Background: an optimization exercise with open tools, aiming at small area, a short achievable clock period and few clock cycles per item. Do not read the settings as production practice. RTL that was checked went through simulation tests only; none was proved equivalent to the original. Power and IR drop assume default switching activity.

## guide_offtarget_hamming_scan_unit
module guide_offtarget_hamming_scan_unit
#(
    parameter int HIT_MM_MAX  = 4,
    parameter int COUNT_WIDTH = 16
) (
    input  logic                 i_clk,
    input  logic                 i_rst_n,
    input  logic                 push,
    output logic                 full,
    input  logic [WORD_W-1:0]    i_entry_word,
    input  logic                 i_last_entry,
    output logic                 empty,
    input  logic                 pop,
    output logic                 o_kind,
    output logic [ID_W-1:0]      o_entry_id,
    output logic [MM_W-1:0]      o_mismatches,
    output logic [ID_W-1:0]      o_bin_count,
    output logic                 o_list_complete,
    output logic                 o_last,
    input  logic                 i_cfg_valid,
    output logic                 o_cfg_ready,
    input  logic [CFG_IDX_W-1:0] i_cfg_index,
    input  logic [WORD_W-1:0]    i_cfg_data
);
    localparam int CW    = COUNT_WIDTH;
    localparam int NB    = HIT_MM_MAX + 1;    
    localparam int DEPTH = 3;                 
    logic [WORD_W-1:0] r_query;
    logic [LEN_W-1:0]  r_len;
    logic [LIST_W-1:0] r_limit;
    logic [61:0]       r_rc;         
    logic              r_rdy;        
    logic [LEN_W-1:0]  r_k;          
    logic w_wr_q, w_wr_len, w_wr_lim, w_rebuild, w_rc_step;
    assign w_wr_q    = i_cfg_valid && r_rdy && (i_cfg_index == 2'd0);
    assign w_wr_len  = i_cfg_valid && r_rdy && (i_cfg_index == 2'd1);
    assign w_wr_lim  = i_cfg_valid && r_rdy && (i_cfg_index == 2'd2);
    assign w_rebuild = w_wr_q || w_wr_len;
    assign w_rc_step = !r_rdy && (r_k != r_len);
    assign o_cfg_ready = r_rdy;
    always_ff @(posedge i_clk) begin
        if (!i_rst_n) begin
            r_query <= '0;
            r_len   <= LEN_W'(20);
            r_limit <= LIST_W'(2000);
        end else begin
            if (w_wr_q)   r_query <= i_cfg_data;
            if (w_wr_len) r_len   <= i_cfg_data[LEN_W-1:0];
  ...
==> flow/config.mk <==
export PLATFORM = sky130hd
export DESIGN_NAME = guide_offtarget_hamming_scan_unit
export DESIGN_NICKNAME = guide_offtarget_hamming_scan_unit
export VERILOG_FILES = /design/flow/design.v
export SDC_FILE = /design/flow/constraint.sdc
export NUM_CORES = 4
export LEC_CHECK = 0
export CAP_MARGIN = 20
export CORE_MARGIN = 2
export CORE_UTILIZATION = 30
export SLEW_MARGIN = 20
==> flow/constraint.sdc <==
create_clock -name core_clock -period 6.0 [get_ports {i_clk}]
set_input_delay 1.2000 -clock core_clock [delete_from_list [all_inputs] [get_ports {i_clk}]]
set_output_delay 1.2000 -clock core_clock [all_outputs]
set_load 0.01 [all_outputs]
run.sh (not shown) runs the stock make flow with config.mk's settings and CLKGATE_MAP_FILE= SYNTH_SCRIPT=/design/flow/synth_recipe.tcl, a recipe that flattens the netlist after the stock synthesis.
The first run completed without violations.
Change:
SETUP_SLACK_MARGIN = 3.5   (was unset)
What happened: The changed run finished clean; count of clock-buffer cells in the layout fell by 11; utilization rose by 4.9 points; non-clock buffer count rose by 157; critical path depth fell by 1; area after synthesis does not change; fmax rose by well over a third; wire length rose by a little under a tenth; clock power fell by a few percent; power rose by a little under a tenth; cell area rose by roughly a tenth; worst setup slack improved by 1400 ps.
Function was not checked in any run of this note: the RTL went through the layout flow alone.

guide_offtarget_hamming_scan_unit, a different RTL version from the one above (not shown whole).
Size: about 2,800 cells after synthesis, roughly 210 I/O pins, roughly 21,000 um2 of cells after synthesis.
clock: 6.0 ns
lec_check: 0
abc_area: 1
cap_margin: 20
core_margin: 2
core_utilization: 30
cts_cluster_diameter: 50
cts_cluster_size: 20
setup_slack_margin: 3.75
slew_margin: 20
standard.sh (not shown) runs the stock make flow with config.mk's settings and CLKGATE_MAP_FILE= SYNTH_SCRIPT=/design/flow/synth_recipe.tcl, a recipe that flattens the netlist after the stock synthesis.
==> flow/flow/run.sh <==
#!/bin/bash
# The standard layout (standard.sh, unchanged synthesis and steps); the only
# difference is that the port buffers are built from buf_1 cells instead of the
# resizer's default pick, clkdlybuf4s50_1. Every port still gets its buffer and
# repair_timing still resizes them where timing needs it.
set -uo pipefail
bash standard.sh BUFFER_PORTS_ARGS="-buffer_cell sky130_fd_sc_hd__buf_1" finish > standard.log 2>&1
rc=$?
# per-step tool logs of the run, kept with the grade
cp -r orfs/logs/sky130hd/guide_offtarget_hamming_scan_unit/base tool_logs 2>/dev/null
exit $rc
The baseline produced a clean layout.
Testbench counts at the start, summed over its fixed seeds: cycles 12,608, entries 12,477.
Then changed:
==> flow/run.sh (new file) <==
#!/bin/bash
# synth_recipe.tcl (not shown) runs the flow's synth.tcl, then flattens the netlist and writes it again
# the make line also repeats each setting of config.mk as NAME=value (left out here)
make -C /OpenROAD-flow-scripts/flow DESIGN_CONFIG=/design/flow/config.mk WORK_HOME=/design/flow/orfs CLKGATE_MAP_FILE= SYNTH_SCRIPT=/design/flow/synth_recipe.tcl finish
- CORE_UTILIZATION: 30 -> 45
- CTS_CLUSTER_DIAMETER: 50 -> default
- CTS_CLUSTER_SIZE: 20 -> default
- SETUP_SLACK_MARGIN: 3.75 -> 3.3
removed: flow/flow/run.sh
removed: flow/standard.sh
What happened: Global-route usage climbs by 8.9 points. Synthesized area stays the same. Clock skew drops by 0.015 ns. Total power drops by 1.6%.
Then changed:
==> flow/flow/run.sh (new file) <==
#!/bin/bash
# The standard layout (standard.sh, unchanged synthesis and steps); the only
# difference is that the port buffers are built from buf_1 cells instead of the
# resizer's default pick, clkdlybuf4s50_1. Every port still gets its buffer and
# repair_timing still resizes them where timing needs it.
set -uo pipefail
bash standard.sh BUFFER_PORTS_ARGS="-buffer_cell sky130_fd_sc_hd__buf_1" finish > standard.log 2>&1
rc=$?
# per-step tool logs of the run, kept with the grade
cp -r orfs/logs/sky130hd/guide_offtarget_hamming_scan_unit/base tool_logs 2>/dev/null
exit $rc
==> flow/standard.sh (new file) <==
#!/bin/bash
# synth_recipe.tcl (not shown) runs the flow's synth.tcl, then flattens the netlist and writes it again
# the make line also repeats each setting of config.mk as NAME=value (left out here)
make -C /OpenROAD-flow-scripts/flow DESIGN_CONFIG=/design/flow/config.mk WORK_HOME=/design/flow/orfs CLKGATE_MAP_FILE= SYNTH_SCRIPT=/design/flow/synth_recipe.tcl "${@:-finish}"
- CORE_UTILIZATION: 45 -> 40
- SETUP_SLACK_MARGIN: 3.3 -> 3.72
removed: flow/run.sh
Effect: The new run ran to the end with no violations; utilization decreases by 6.0 points; worst setup slack is better by 0.36 ns; total power increases by 1.4%.
Then changed:
- CORE_UTILIZATION: 40 -> 30
- SETUP_SLACK_MARGIN: 3.72 -> 3.5
=> Total power is lower by 0.75%. Routed wire length goes down by 7.6%. Design area goes down by 2.5%. Global-route usage is lower by 7.0 points.
Then changed:
- CORE_UTILIZATION: 30 -> 45
- CTS_CLUSTER_DIAMETER: default -> 50
- CTS_CLUSTER_SIZE: default -> 20
- SETUP_SLACK_MARGIN: 3.5 -> 3.75
What happened: The changed run went through all stages and came out clean. Power increases by 0.60%. Synthesized area does not change. Combinational power rose by about 6%. Clock skew goes down by 0.012 ns. Die area shrinks by 33%. Final area rose by 2.0%. Critical path depth came out lower by 12. Via count grows by 3.1%. Worst setup slack improved by 0.11 ns. Global-route usage grows by 10 points. Count of clock-buffer cells in the layout shrinks by 23.

## separate check: timing with driven ports
How much do the figures lean on ideal ports? The routed layouts below were timed once more, with nothing changed but the port constraints. Step 1: set_driving_cell puts a clkbuf_16 on i_clk and a buf_2 on each other input, an assumption about the parent block. Step 2 also shifts input and output timing later by t, the mid clock arrival at the registers, as if the neighbouring blocks saw the same clock. a / b / c = ideal ports / drivers / drivers and shift; a / b = the first two.
run | t (ns) | slack for setup (ns) | worst slew at a driven data input, ns
the first run of note 1 | 0.617 | 1.836 / 1.867 / 1.251 | 0.09
the second run of note 1 | 0.625 | 3.221 / 3.221 / 2.740 | 0.07
the first run of note 2 | 0.644 | 3.681 / 3.620 / 3.165 | 0.17
the second run of note 2 | 0.631 | 3.319 / 3.293 / 2.726 | 0.11
the third run of note 2 | 0.633 | 3.678 / 3.624 / 3.103 | 0.12
the fourth run of note 2 | 0.627 | 3.595 / 3.558 / 3.008 | 0.07
the fifth run of note 2 | 0.633 | 3.707 / 3.652 / 3.184 | 0.14
After both steps setup and hold are still met in every run listed. For the second run of note 2, which loses most, drivers alone change the setup slack by -0.026 ns; drivers and shift together by -0.593 ns.
